Context: an optimization exercise on an open-source flow, tuned for small area, a short achievable clock period and few clock cycles. The choices shown serve that exercise and are no tape-out recipe. In this exercise RTL edits were held to simulation tests only and were not proved equivalent to the original. Power and IR drop assume default switching activity.

==> flow/design.v <==
`default_nettype none
module gaLfsr (
    input  logic       CLK,
    input  logic       RESET,
    input  logic       seedLoad,
    input  logic       randStep,
    output logic [9:0] randBits
);
    localparam logic [9:0] taps = 10'h0B8;
    logic       feedback;
    always_comb
    begin
        feedback = randBits[0]
                 ^ (taps[9] & randBits[1]) ^ (taps[8] & randBits[2])
                 ^ (taps[7] & randBits[3]) ^ (taps[5] & randBits[4])
                 ^ (taps[4] & randBits[5]) ^ (taps[3] & randBits[6])
                 ^ (taps[2] & randBits[7]) ^ (taps[1] & randBits[8])
                 ^ (taps[0] & randBits[9]);
    end
    always_ff @(posedge CLK)
    begin
        if (RESET || seedLoad)
            randBits <= 10'h00A;   
        else if (randStep)
            randBits <= {feedback, randBits[9:1]};   
    end
endmodule
`default_nettype wire
`default_nettype none
module tourEvaluator (
    input  logic      CLK,
    input  logic      RESET,
    input  logic      coordWrEn,
    input  logic [2:0]  coordWrAddr,
    input  logic [7:0]    coordWrX,
    input  logic [7:0]    coordWrY,
    input  logic      evalStart,
    output logic [3:0] evalRoute,
    output logic [2:0]  evalPos,
    input  logic [2:0]  evalCity,
    output logic      distValid,
    output logic [3:0] distRoute,
    output logic [11:0]     distValue,
    output logic      evalDone
);
    logic [7:0]    coordX [8];
    logic [7:0]    coordY [8];
    logic      active;
    logic [3:0] step;       
    logic [3:0] route;
    logic [2:0]  firstCity;
    logic [2:0]  prevCity;
    logic [11:0]     sum;
    function automatic logic [11:0] edgeLen(input logic [2:0] a, input logic [2:0] b);
        logic [7:0] dx;
        logic [7:0] dy;
        dx = (coordX[a] > coordX[b]) ? coordX[a] - coordX[b] : coordX[b] - coordX[a];
        dy = (coordY[a] > coordY[b]) ? coordY[a] - coordY[b] : coordY[b] - coordY[a];
        edgeLen = {4'd0, dx} + {4'd0, dy};
    endfunction
    always_ff @(posedge CLK)
    begin
        if (coordWrEn)
        begin
            coordX[coordWrAddr] <= coordWrX;
            coordY[coordWrAddr] <= coordWrY;
        end
    end
    always_ff @(posedge CLK)
    begin
        if (RESET)
            active <= 1'b0;
        else if (evalStart)
        begin
            active <= 1'b1;
            step   <= '0;
            route  <= '0;
        end
        else if (active)
        begin
            if (step == (8 + 1))
            begin
                step <= '0;
                if (route == (16 - 1))
                    active <= 1'b0;
                route <= route + 1'b1;
            end
            else
                step <= step + 1'b1;
        end
    end
    always_ff @(posedge CLK)
    begin
        if (step == 4'd1)
        begin
            firstCity <= evalCity;
            prevCity  <= evalCity;
            sum       <= '0;
        end
        else if (step >= 4'd2 && step <= 8)
        begin
            sum      <= sum + edgeLen(prevCity, evalCity);
            prevCity <= evalCity;
        end
    end
    assign evalRoute = route;
    assign evalPos   = step[2:0];
    assign distValid = active && (step == (8 + 1));
    assign distRoute = route;
    assign distValue = sum + edgeLen(prevCity, firstCity);   
    assign evalDone  = distValid && (route == (16 - 1));
endmodule
`default_nettype wire
`default_nettype none
module popStore (
    input  logic             CLK,
    input  logic             RESET,
    input  logic             initPop,
    input  logic             bankSwap,
    input  logic [3:0]        evalRoute,
    input  logic [2:0]         evalPos,
    output logic [2:0]         evalCity,
    input  logic [3:0]        bldRdRoute,
    input  logic [2:0]         bldRdPos,
    output logic [2:0]         bldRdCity,
    input  logic [3:0]        bldWrRoute,
    input  logic [2:0]         bldWrPos,
    input  logic [2:0]         bldWrCity,
    input  logic             bldWrEn,
    input  logic [2:0]         bestRdPos,
    output logic [2:0]         bestRdCity
);
    logic [2:0] bank [2][16][8];
    logic     bankSel;   
    always_ff @(posedge CLK)
    begin
        if (RESET)
            bankSel <= 1'b0;
        else if (bankSwap)
            bankSel <= !bankSel;
    end
    always_ff @(posedge CLK)
    begin
        if (initPop)
        begin
            for (int b = 0; b < 2; b++)
                for (int r = 0; r < 16; r++)
                    for (int c = 0; c < 8; c++)
                        bank[b][r][c] <= c[2:0];
        end
        else if (bldWrEn)
            bank[!bankSel][bldWrRoute][bldWrPos] <= bldWrCity;
    end
    always_ff @(posedge CLK)
    begin
        evalCity   <= bank[bankSel][evalRoute][evalPos];
        bldRdCity <= bank[bankSel][bldRdRoute][bldRdPos];
        bestRdCity <= bank[bankSel][0][bestRdPos];   
    end
endmodule
`default_nettype wire
`default_nettype none
module fitnessRanker (
    input  logic      CLK,
    input  logic      RESET,
    input  logic      evalStart,
    input  logic      distValid,
    input  logic [3:0] distRoute,
    input  logic [11:0]     distValue,
    input  logic [3:0] rankQuery,
    output logic [3:0] rankRoute,
    output logic [11:0]     bestDistance,
    output logic      rankDone
);
    logic [11:0]     rankDist [16];
    logic [3:0] rankIdx  [16];
    logic [$clog2(16):0] count;          
    logic [16-1:0]       displaced;      
    always_comb
    begin
        for (int i = 0; i < 16; i++)
            displaced[i] = (count > i) && (rankDist[i] > distValue);
    end
    always_ff @(posedge CLK)
    begin
        if (distValid)
        begin
            if (displaced[0] || count == 0)
            begin
                rankDist[0] <= distValue;
                rankIdx[0]  <= distRoute;
            end
            for (int i = 1; i < 16; i++)
            begin
                if (displaced[i-1])
                begin
                    rankDist[i] <= rankDist[i-1];
                    rankIdx[i]  <= rankIdx[i-1];
                end
                else if (displaced[i] || count == i)
                begin
                    rankDist[i] <= distValue;
                    rankIdx[i]  <= distRoute;
                end
            end
        end
    end
    always_ff @(posedge CLK)
    begin
        if (RESET)
        begin
            count        <= '0;
            rankDone     <= 1'b0;
            bestDistance <= '0;
        end
        else
        begin
            rankDone <= distValid && (count == 16 - 1);
            if (evalStart)
                count <= '0;
            else if (distValid)
                count <= count + 1'b1;
            if (rankDone)
                bestDistance <= rankDist[0];   
        end
    end
    assign rankRoute = rankIdx[rankQuery];
endmodule
`default_nettype wire
`default_nettype none
module offspringBuilder (
    input  logic          CLK,
    input  logic          RESET,
    input  logic          buildStart,
    input  logic [9:0]    randBits,
    output logic [3:0]     rankQuery,
    input  logic [3:0]     rankRoute,
    output logic [3:0]     bldRdRoute,
    output logic [2:0]      bldRdPos,
    input  logic [2:0]      bldRdCity,
    output logic [3:0]     bldWrRoute,
    output logic [2:0]      bldWrPos,
    output logic [2:0]      bldWrCity,
    output logic          bldWrEn,
    output logic          randStep,
    output logic          buildDone
);
    logic       active;
    logic [3:0] step;        
    logic [3:0]  slot;        
    logic [3:0]  parentRoute;
    logic       mutate;
    logic [2:0]   posA;
    logic [2:0]   posB;
    logic [3:0]  candA;
    logic [3:0]  candB;
    logic [3:0] rdStep;
    logic [3:0] wrStep;
    logic [2:0]   wrIdx;
    assign candA = randBits[9:6];
    assign candB = randBits[8:5];
    always_comb
    begin
        if (slot < 2)
            rankQuery = slot;   
        else
            rankQuery = (candA < candB) ? candA : candB;
    end
    always_ff @(posedge CLK)
    begin
        if (RESET)
            active <= 1'b0;
        else if (buildStart)
        begin
            active <= 1'b1;
            step   <= '0;
            slot   <= '0;
        end
        else if (active)
        begin
            if (step == (8 + 1))
            begin
                step <= '0;
                if (slot == (16 - 1))
                    active <= 1'b0;
                slot <= slot + 1'b1;
            end
            else
                step <= step + 1'b1;
        end
    end
    always_ff @(posedge CLK)
    begin
        if (active && step == 4'd0)
        begin
            parentRoute <= rankRoute;
            mutate      <= (slot >= 2) && (randBits[7:0] < 64);
        end
        if (active && step == 4'd1)
        begin
            posA <= randBits[9:7];
            posB <= randBits[2:0];
        end
    end
    assign rdStep = step - 4'd1;
    assign wrStep = step - 4'd2;
    assign wrIdx  = wrStep[2:0];
    assign bldRdRoute = parentRoute;
    assign bldRdPos   = rdStep[2:0];
    assign bldWrRoute = slot;
    assign bldWrCity  = bldRdCity;
    assign bldWrEn    = active && (step >= 4'd2);
    assign bldWrPos   = (mutate && wrIdx == posA) ? posB :
                         (mutate && wrIdx == posB) ? posA : wrIdx;
    assign randStep = active;
    assign buildDone = active && (step == (8 + 1))
                       && (slot == (16 - 1));
endmodule
`default_nettype wire
`default_nettype none
module gaController (
    input  logic      CLK,
    input  logic      RESET,
    input  logic      start,
    input  logic [7:0] numGenerations,
    input  logic      evalDone,
    input  logic      rankDone,
    input  logic      buildDone,
    output logic      initPop,
    output logic      evalStart,
    output logic      buildStart,
    output logic      bankSwap,
    output logic      genDone,
    output logic      busy,
    output logic      done
);
    localparam logic [2:0] IDLE  = 3'd0;
    localparam logic [2:0] EVAL  = 3'd1;
    localparam logic [2:0] RANK  = 3'd2;
    localparam logic [2:0] BUILD = 3'd3;
    localparam logic [2:0] SWAP  = 3'd4;
    localparam logic [2:0] DONE  = 3'd5;
    logic [2:0]  state;
    logic [7:0] genCnt;     
    logic [7:0] genLimit;   
    always_ff @(posedge CLK)
    begin
        if (RESET)
        begin
            state      <= IDLE;
            genCnt     <= '0;
            genLimit   <= '0;
            initPop    <= 1'b0;
            evalStart  <= 1'b0;
            buildStart <= 1'b0;
            bankSwap   <= 1'b0;
            genDone    <= 1'b0;
        end
        else
        begin
            initPop    <= 1'b0;
            evalStart  <= 1'b0;
            buildStart <= 1'b0;
            bankSwap   <= 1'b0;
            genDone    <= 1'b0;
            unique case (state)
                IDLE, DONE:
                begin
                    if (start)
                    begin
                        state     <= EVAL;
                        genCnt    <= '0;
                        genLimit  <= numGenerations;
                        initPop   <= 1'b1;   
                        evalStart <= 1'b1;
                    end
                end
                EVAL:
                begin
                    if (evalDone)
                        state <= RANK;
                end
                RANK:
                begin
                    if (rankDone)
                    begin
                        state      <= BUILD;
                        buildStart <= 1'b1;
                    end
                end
                BUILD:
                begin
                    if (buildDone)
                    begin
                        state    <= SWAP;
                        bankSwap <= 1'b1;
                        genDone  <= 1'b1;
                        genCnt   <= genCnt + 1'b1;
                    end
                end
                SWAP:
                begin
                    if (genCnt == genLimit)
                        state <= DONE;
                    else
                    begin
                        state     <= EVAL;
                        evalStart <= 1'b1;
                    end
                end
                default:
                    state <= IDLE;
            endcase
        end
    end
    assign busy = (state != IDLE) && (state != DONE);
    assign done = (state == DONE);
endmodule
`default_nettype wire
`default_nettype none
module gaTspTop (
    input  logic      CLK,
    input  logic      RESET,
    input  logic      coordWrEn,
    input  logic [2:0]  coordWrAddr,
    input  logic [7:0]  coordWrX,
    input  logic [7:0]  coordWrY,
    input  logic        start,
    input  logic [7:0]  numGenerations,
    input  logic [2:0]  bestRdPos,
    output logic        busy,
    output logic        genDone,
    output logic [11:0] bestDistance,
    output logic        done,
    output logic [2:0]  bestRdCity
);
    logic [9:0] randBits;
    logic       initPop;
    logic       evalStart;
    logic       buildStart;
    logic       bankSwap;
    logic       evalDone;
    logic       rankDone;
    logic       buildDone;
    logic [3:0]  evalRoute;
    logic [2:0]   evalPos;
    logic [2:0]   evalCity;
    logic       distValid;
    logic [3:0]  distRoute;
    logic [11:0]      distValue;
    logic [3:0]  rankQuery;
    logic [3:0]  rankRoute;
    logic       randStep;
    logic [3:0]  bldRdRoute;
    logic [2:0]   bldRdPos;
    logic [2:0]   bldRdCity;
    logic [3:0]  bldWrRoute;
    logic [2:0]   bldWrPos;
    logic [2:0]   bldWrCity;
    logic       bldWrEn;
    gaLfsr lfsr (
        .CLK      (CLK),
        .RESET    (RESET),
        .seedLoad (initPop),
        .randStep (randStep),
        .randBits (randBits)
    );
    tourEvaluator evaluator (
        .CLK         (CLK),
        .RESET       (RESET),
        .coordWrEn   (coordWrEn),
        .coordWrAddr (coordWrAddr),
        .coordWrX    (coordWrX),
        .coordWrY    (coordWrY),
        .evalStart   (evalStart),
        .evalRoute   (evalRoute),
        .evalPos     (evalPos),
        .evalCity    (evalCity),
        .distValid   (distValid),
        .distRoute   (distRoute),
        .distValue   (distValue),
        .evalDone    (evalDone)
    );
    popStore store (
        .CLK        (CLK),
        .RESET      (RESET),
        .initPop    (initPop),
        .bankSwap   (bankSwap),
        .evalRoute  (evalRoute),
        .evalPos    (evalPos),
        .evalCity   (evalCity),
        .bldRdRoute (bldRdRoute),
        .bldRdPos   (bldRdPos),
        .bldRdCity  (bldRdCity),
        .bldWrRoute (bldWrRoute),
        .bldWrPos   (bldWrPos),
        .bldWrCity  (bldWrCity),
        .bldWrEn    (bldWrEn),
        .bestRdPos  (bestRdPos),
        .bestRdCity (bestRdCity)
    );
    fitnessRanker ranker (
        .CLK          (CLK),
        .RESET        (RESET),
        .evalStart    (evalStart),
        .distValid    (distValid),
        .distRoute    (distRoute),
        .distValue    (distValue),
        .rankQuery    (rankQuery),
        .rankRoute    (rankRoute),
        .bestDistance (bestDistance),
        .rankDone     (rankDone)
    );
    offspringBuilder builder (
        .CLK        (CLK),
        .RESET      (RESET),
        .buildStart (buildStart),
        .randBits   (randBits),
        .rankQuery  (rankQuery),
        .rankRoute  (rankRoute),
        .bldRdRoute (bldRdRoute),
        .bldRdPos   (bldRdPos),
        .bldRdCity  (bldRdCity),
        .bldWrRoute (bldWrRoute),
        .bldWrPos   (bldWrPos),
        .bldWrCity  (bldWrCity),
        .bldWrEn    (bldWrEn),
        .randStep   (randStep),
        .buildDone  (buildDone)
    );
    gaController controller (
        .CLK            (CLK),
        .RESET          (RESET),
        .start          (start),
        .numGenerations (numGenerations),
        .evalDone       (evalDone),
        .rankDone       (rankDone),
        .buildDone      (buildDone),
        .initPop        (initPop),
        .evalStart      (evalStart),
        .buildStart     (buildStart),
        .bankSwap       (bankSwap),
        .genDone        (genDone),
        .busy           (busy),
        .done           (done)
    );
endmodule
`default_nettype wire
==> flow/run.sh <==
#!/bin/bash
# synth_recipe.tcl (not shown) runs the flow's synth.tcl, then flattens the netlist and writes it again
# the make line also repeats each setting of config.mk as NAME=value (left out here)
make -C /OpenROAD-flow-scripts/flow DESIGN_CONFIG=/design/flow/config.mk WORK_HOME=/design/flow/orfs CLKGATE_MAP_FILE= SYNTH_SCRIPT=/design/flow/synth_recipe.tcl finish
==> flow/config.mk <==
export PLATFORM = sky130hd
export DESIGN_NAME = gaTspTop
export DESIGN_NICKNAME = gaTspTop
export VERILOG_FILES = /design/flow/design.v
export SDC_FILE = /design/flow/constraint.sdc
export NUM_CORES = 4
export LEC_CHECK = 0
export CAP_MARGIN = 20
export CORE_MARGIN = 2
export CORE_UTILIZATION = 40
export SLEW_MARGIN = 20
==> flow/constraint.sdc <==
create_clock -name core_clock -period 10.0 [get_ports {CLK}]
set_input_delay 2.0000 -clock core_clock [delete_from_list [all_inputs] [get_ports {CLK}]]
set_output_delay 2.0000 -clock core_clock [all_outputs]
set_load 0.01 [all_outputs]
==> impl_metrics.py <==
metrics = {
    "status": {
        "outcome": "finished clean",
    },
    "logic_synthesis": {
        "async_reset_ff_share_pct": 0,
        "syn_inst": 5495,
        "avgSynthCellArea_um2": 13.3,
        "syn_area_um2": 73100,
        "synth_enable_flop_cells": 1185,
        "yosysTopAreaCellShare_pct": 48.7,
        "synthTopCellsByArea": "edfxtp_1 49%, mux4_2 17%, ha_1 4.3%",
        "yosys.area.top_type": "edfxtp_1",
        "synthFlopType": "edfxtp_1",
        "synth_nets": 5799,
        "ys_types": 90,
        "yosysSeqAreaShare_pct": 50.9,
        "yosysWarningCount": 8,
        "yosys_register_bits": 1266,
    },
    "clock_network": {
        "path_clk_slew_ns": 0.06,
        "root_buffer": "clkbuf_16",
        "clock_latency_ns": 0.80,
        "cts-buffers-inserted": 141,
        "numClockSinks": 1266,
        "cts_tree": "built",
        "h-tree-depth": 4,
        "clk_path_buf_depth": 3,
        "postCtsSetupBuffers": 0,
    },
    "floorplanning": {
        "start_util_pct": 40.4,
        "fp.dieW_um": 431,
        "core_um2": 181000,
        "pin_count": 52,
        "dieArea_um2": 186000,
        "placementRows": 156,
        "die_h_um": 431,
    },
    "run": {
        "cap_violations": 0,
    },
    "route": {
        "drc_errors": 0,
        "avgRoutedWirePerCell_um": 28.4,
        "vias": 48837,
        "ant_nets": 0,
        "viasPerCell": 6.18,
        "dr.pass1.iters": 6,
        "wl_um": 224000,
        "drt_iter0_markers": 5589,
    },
    "grt": {
        "grt_use_met2_pct": 39.2,
        "first_global_vias": 49625,
        "grt_usage_pct": 23.9,
        "use_met3_pct": 5.16,
        "antenna_found_initial": 8,
        "grt_remaining_overflow": 0,
        "grt_pass1_wl_um": 330000,
        "grt_start_max_net_pins": 221,
        "gr-usage-met1_pct": 31.3,
        "busiest_layer": "met2",
    },
    "critical_path": {
        "arrival_ns": 9.55,
        "cp-start-kind": "flop",
        "cp.required_ns": 10.41,
        "critPathMaxFanout": 22,
        "critPathCaptureType": "flop",
        "critical_path_class": "reg -> reg",
    },
    "timing": {
        "setup_tns_ns": 0,
        "worst_pin_slew_ns": 1.34,
        "slew_headroom_pct": 10.9,
        "fin_crit_sh_pct": 91.4,
        "hold_viol_final": 0,
        "timing.fmax_mhz": 109,
        "timing.final.crit_period_ns": 9.14,
        "rsz0062_at_grt": "no",
        "fin_skew_ns": 0.0269,
        "slew_viol_final": 0,
        "finalSetupViolCount": 0,
    },
    "layout": {
        "area_growth_pct": 10.8,
        "final_common_cell": "edfxtp_1",
        "final_cells": 7906,
        "fin_nets": 5724,
        "drive_gt1_share_pct": 21.8,
        "mostFrequentLayoutCells": "1185 x edfxtp_1, 631 x nor2_1, 587 x nand2_1",
    },
    "placement": {
        "portBuffers": 51,
        "place_inst": 7646,
        "place_congestion": 0.887,
        "place.detailed.hpwl_um": 142000,
    },
    "power": {
        "leakage_uw": 0.0265,
        "power_density_nw_per_um2": 367,
        "ir_drop_mv": 0.643,
    },
    "min_path": {
        "hp-class": "reg -> reg",
    },
}
==> worst max-delay path, cell delays in order (launching register included) <==
cell        delay (ns)
dfxtp_2           0.62
buf_12            0.29
mux4_2            0.53
mux2i_1           0.30
fa_1              0.26
a21o_1            0.12
a21o_1            0.15
a21oi_1           0.07
o21a_1            0.22
nand2b_1          0.17
a21oi_1           0.73
mux2i_1           0.34
o221ai_1          0.16
xnor2_1           0.30
fa_1              0.46
inv_1             0.07
ha_1              0.30
a21o_1            0.25
a221oi_4          0.40
xnor2_2           0.19
clkinvlp_4        0.50
ha_1              0.51
nand3_1           0.10
or3_1             0.32
nor4_1            0.17
or4_1             0.19
o211ai_2          0.38
a31oi_4           0.63
==> final cells by class <==
class	instances	area (µm²)
Timing Repair Buffer	185	1630
Inverter	149	563
Clock buffer	176	3740
Antenna cell	2	5.00
Sequential cell	1266	37200
Multi-Input combinational cell	3677	34000
Tap cell	2370	2970
Fill cell	16194	100000
Clock inverter	81	873
==> path summary, 6_finish.rpt <==
check	startpoint	to	slack (ns)	depth (start not counted)
max	flop	ranker.rankDist[5][2]	0.86	27
min	evaluator.firstCity[2]	flop	0.47	1
min reg2reg	evaluator.firstCity[2]	flop	0.47	1
max reg2reg	flop	ranker.rankDist[5][2]	0.86	27
==> per-stage QoR <==
stage,util [%],cell area (µm²),worst slack (ns),hold WS [ns],power (µW)
after global routing,44.7,81000,0.0853,0.483,31900
after global placement,42.1,76300,0.463,0.443,24000
after CTS,44.7,80900,0.214,0.469,29800
after floorplan,-,73100,0.750,0.424,19300
after detailed placement,42.1,76300,0.266,0.455,24400
final,44.7,81000,0.863,0.471,29700
==> cells in the mapped netlist (16+ instances only) <==
| library cell | instances |
|---|---|
| edfxtp_1 | 1185 |
| nor2_1 | 654 |
| nand2_1 | 601 |
| mux4_2 | 545 |
| clkbuf_1 | 266 |
| ha_1 | 251 |
| mux2i_1 | 203 |
| mux2_2 | 194 |
| a21o_1 | 193 |
| inv_1 | 146 |
| a21oi_1 | 142 |
| o21bai_1 | 115 |
| xnor2_1 | 99 |
| dfxtp_1 | 81 |
| o21ai_0 | 78 |
| buf_1 | 64 |
| mux2_1 | 55 |
| buf_2 | 54 |
| nor3_1 | 45 |
| nand3_1 | 34 |
| a31oi_1 | 32 |
| xor2_1 | 31 |
| nand4_1 | 30 |
| o22ai_1 | 30 |
| nor2b_1 | 29 |
| o221ai_1 | 29 |
| nand2b_1 | 27 |
| fa_1 | 19 |
| maj3_1 | 16 |
==> where the power goes <==
part	total [µW]	switching, µW	leakage [µW]	internal [µW]
sequential	7040	89.5	0.0104	6950
combinational	17400	10000	0.0139	7350
clock	5310	2250	0.00224	3060
==> registers in the layout (all words and copies together), names as in the netlist, 4 cells and up, named ones only <==
name,cells
ranker.rankIdx,64
controller.genLimit,8
evaluator.step,4
store.bank,768
builder.parentRoute,4
controller.genCnt,8
evaluator.coordY,64
evaluator.coordX,64
lfsr.randBits,10
evaluator.route,4
builder.step,4
ranker.count,5
ranker.bestDistance,12
ranker.rankDist,192
builder.slot,4
evaluator.sum,12
==> metal layers <==
metal  routed length [µm]  vias to the layer above
met3                20000                      460
met1                88600                    25092
li1                     -                    20861
met4                 8110                       10
met5                   69                        -
met2               108000                     2414
==> cell families after synthesis <==
family / synth area share, %
xor gates and xnor gates: 1.60
buffers and inverters: 3.09
muxes: 23.6
adders and majority gates: 5.24
and+or+nand+nor: 8.54
AOI/OAI and AO/OA: 7.07
DFF: 50.9
==> timing repair <==
item,in CTS,in global routing
gates resized for setup,0,7
endpoints found under the hold margin,0,0
hold buffers,0,0
endpoints found under the setup margin,0,111
Testbench counts, summed over its fixed seeds: cycles 470,412.

port drivers added, routing unchanged:
In the flow no input, the clock included, has a driving cell. The finished layout below was timed again as built, in two steps. Step 1, drivers: a clkbuf_16 drives CLK and a buf_2 each remaining input, both assumed. Step 2, shift: input delay + t, output delay - t, t = (earliest + latest rising clock arrival at the registers) / 2. This alone moves slack from input paths to output paths. Three values: no drivers, after step 1, after step 2; two values: the first two.
t, ns: 0.868
slack for setup (ns): 0.863 / 0.863 / 0.863
worst hold slack (ns): 0.471 / 0.471 / 0.471
latest minus earliest clock arrival (ns): 0.030 / 0.030
slew at the worst register clock pin (ns): 0.07 / 0.07
After both steps this run still meets setup and hold. The setup slack of this run moves by 0.000 ns with the drivers and by 0.000 ns with both steps.
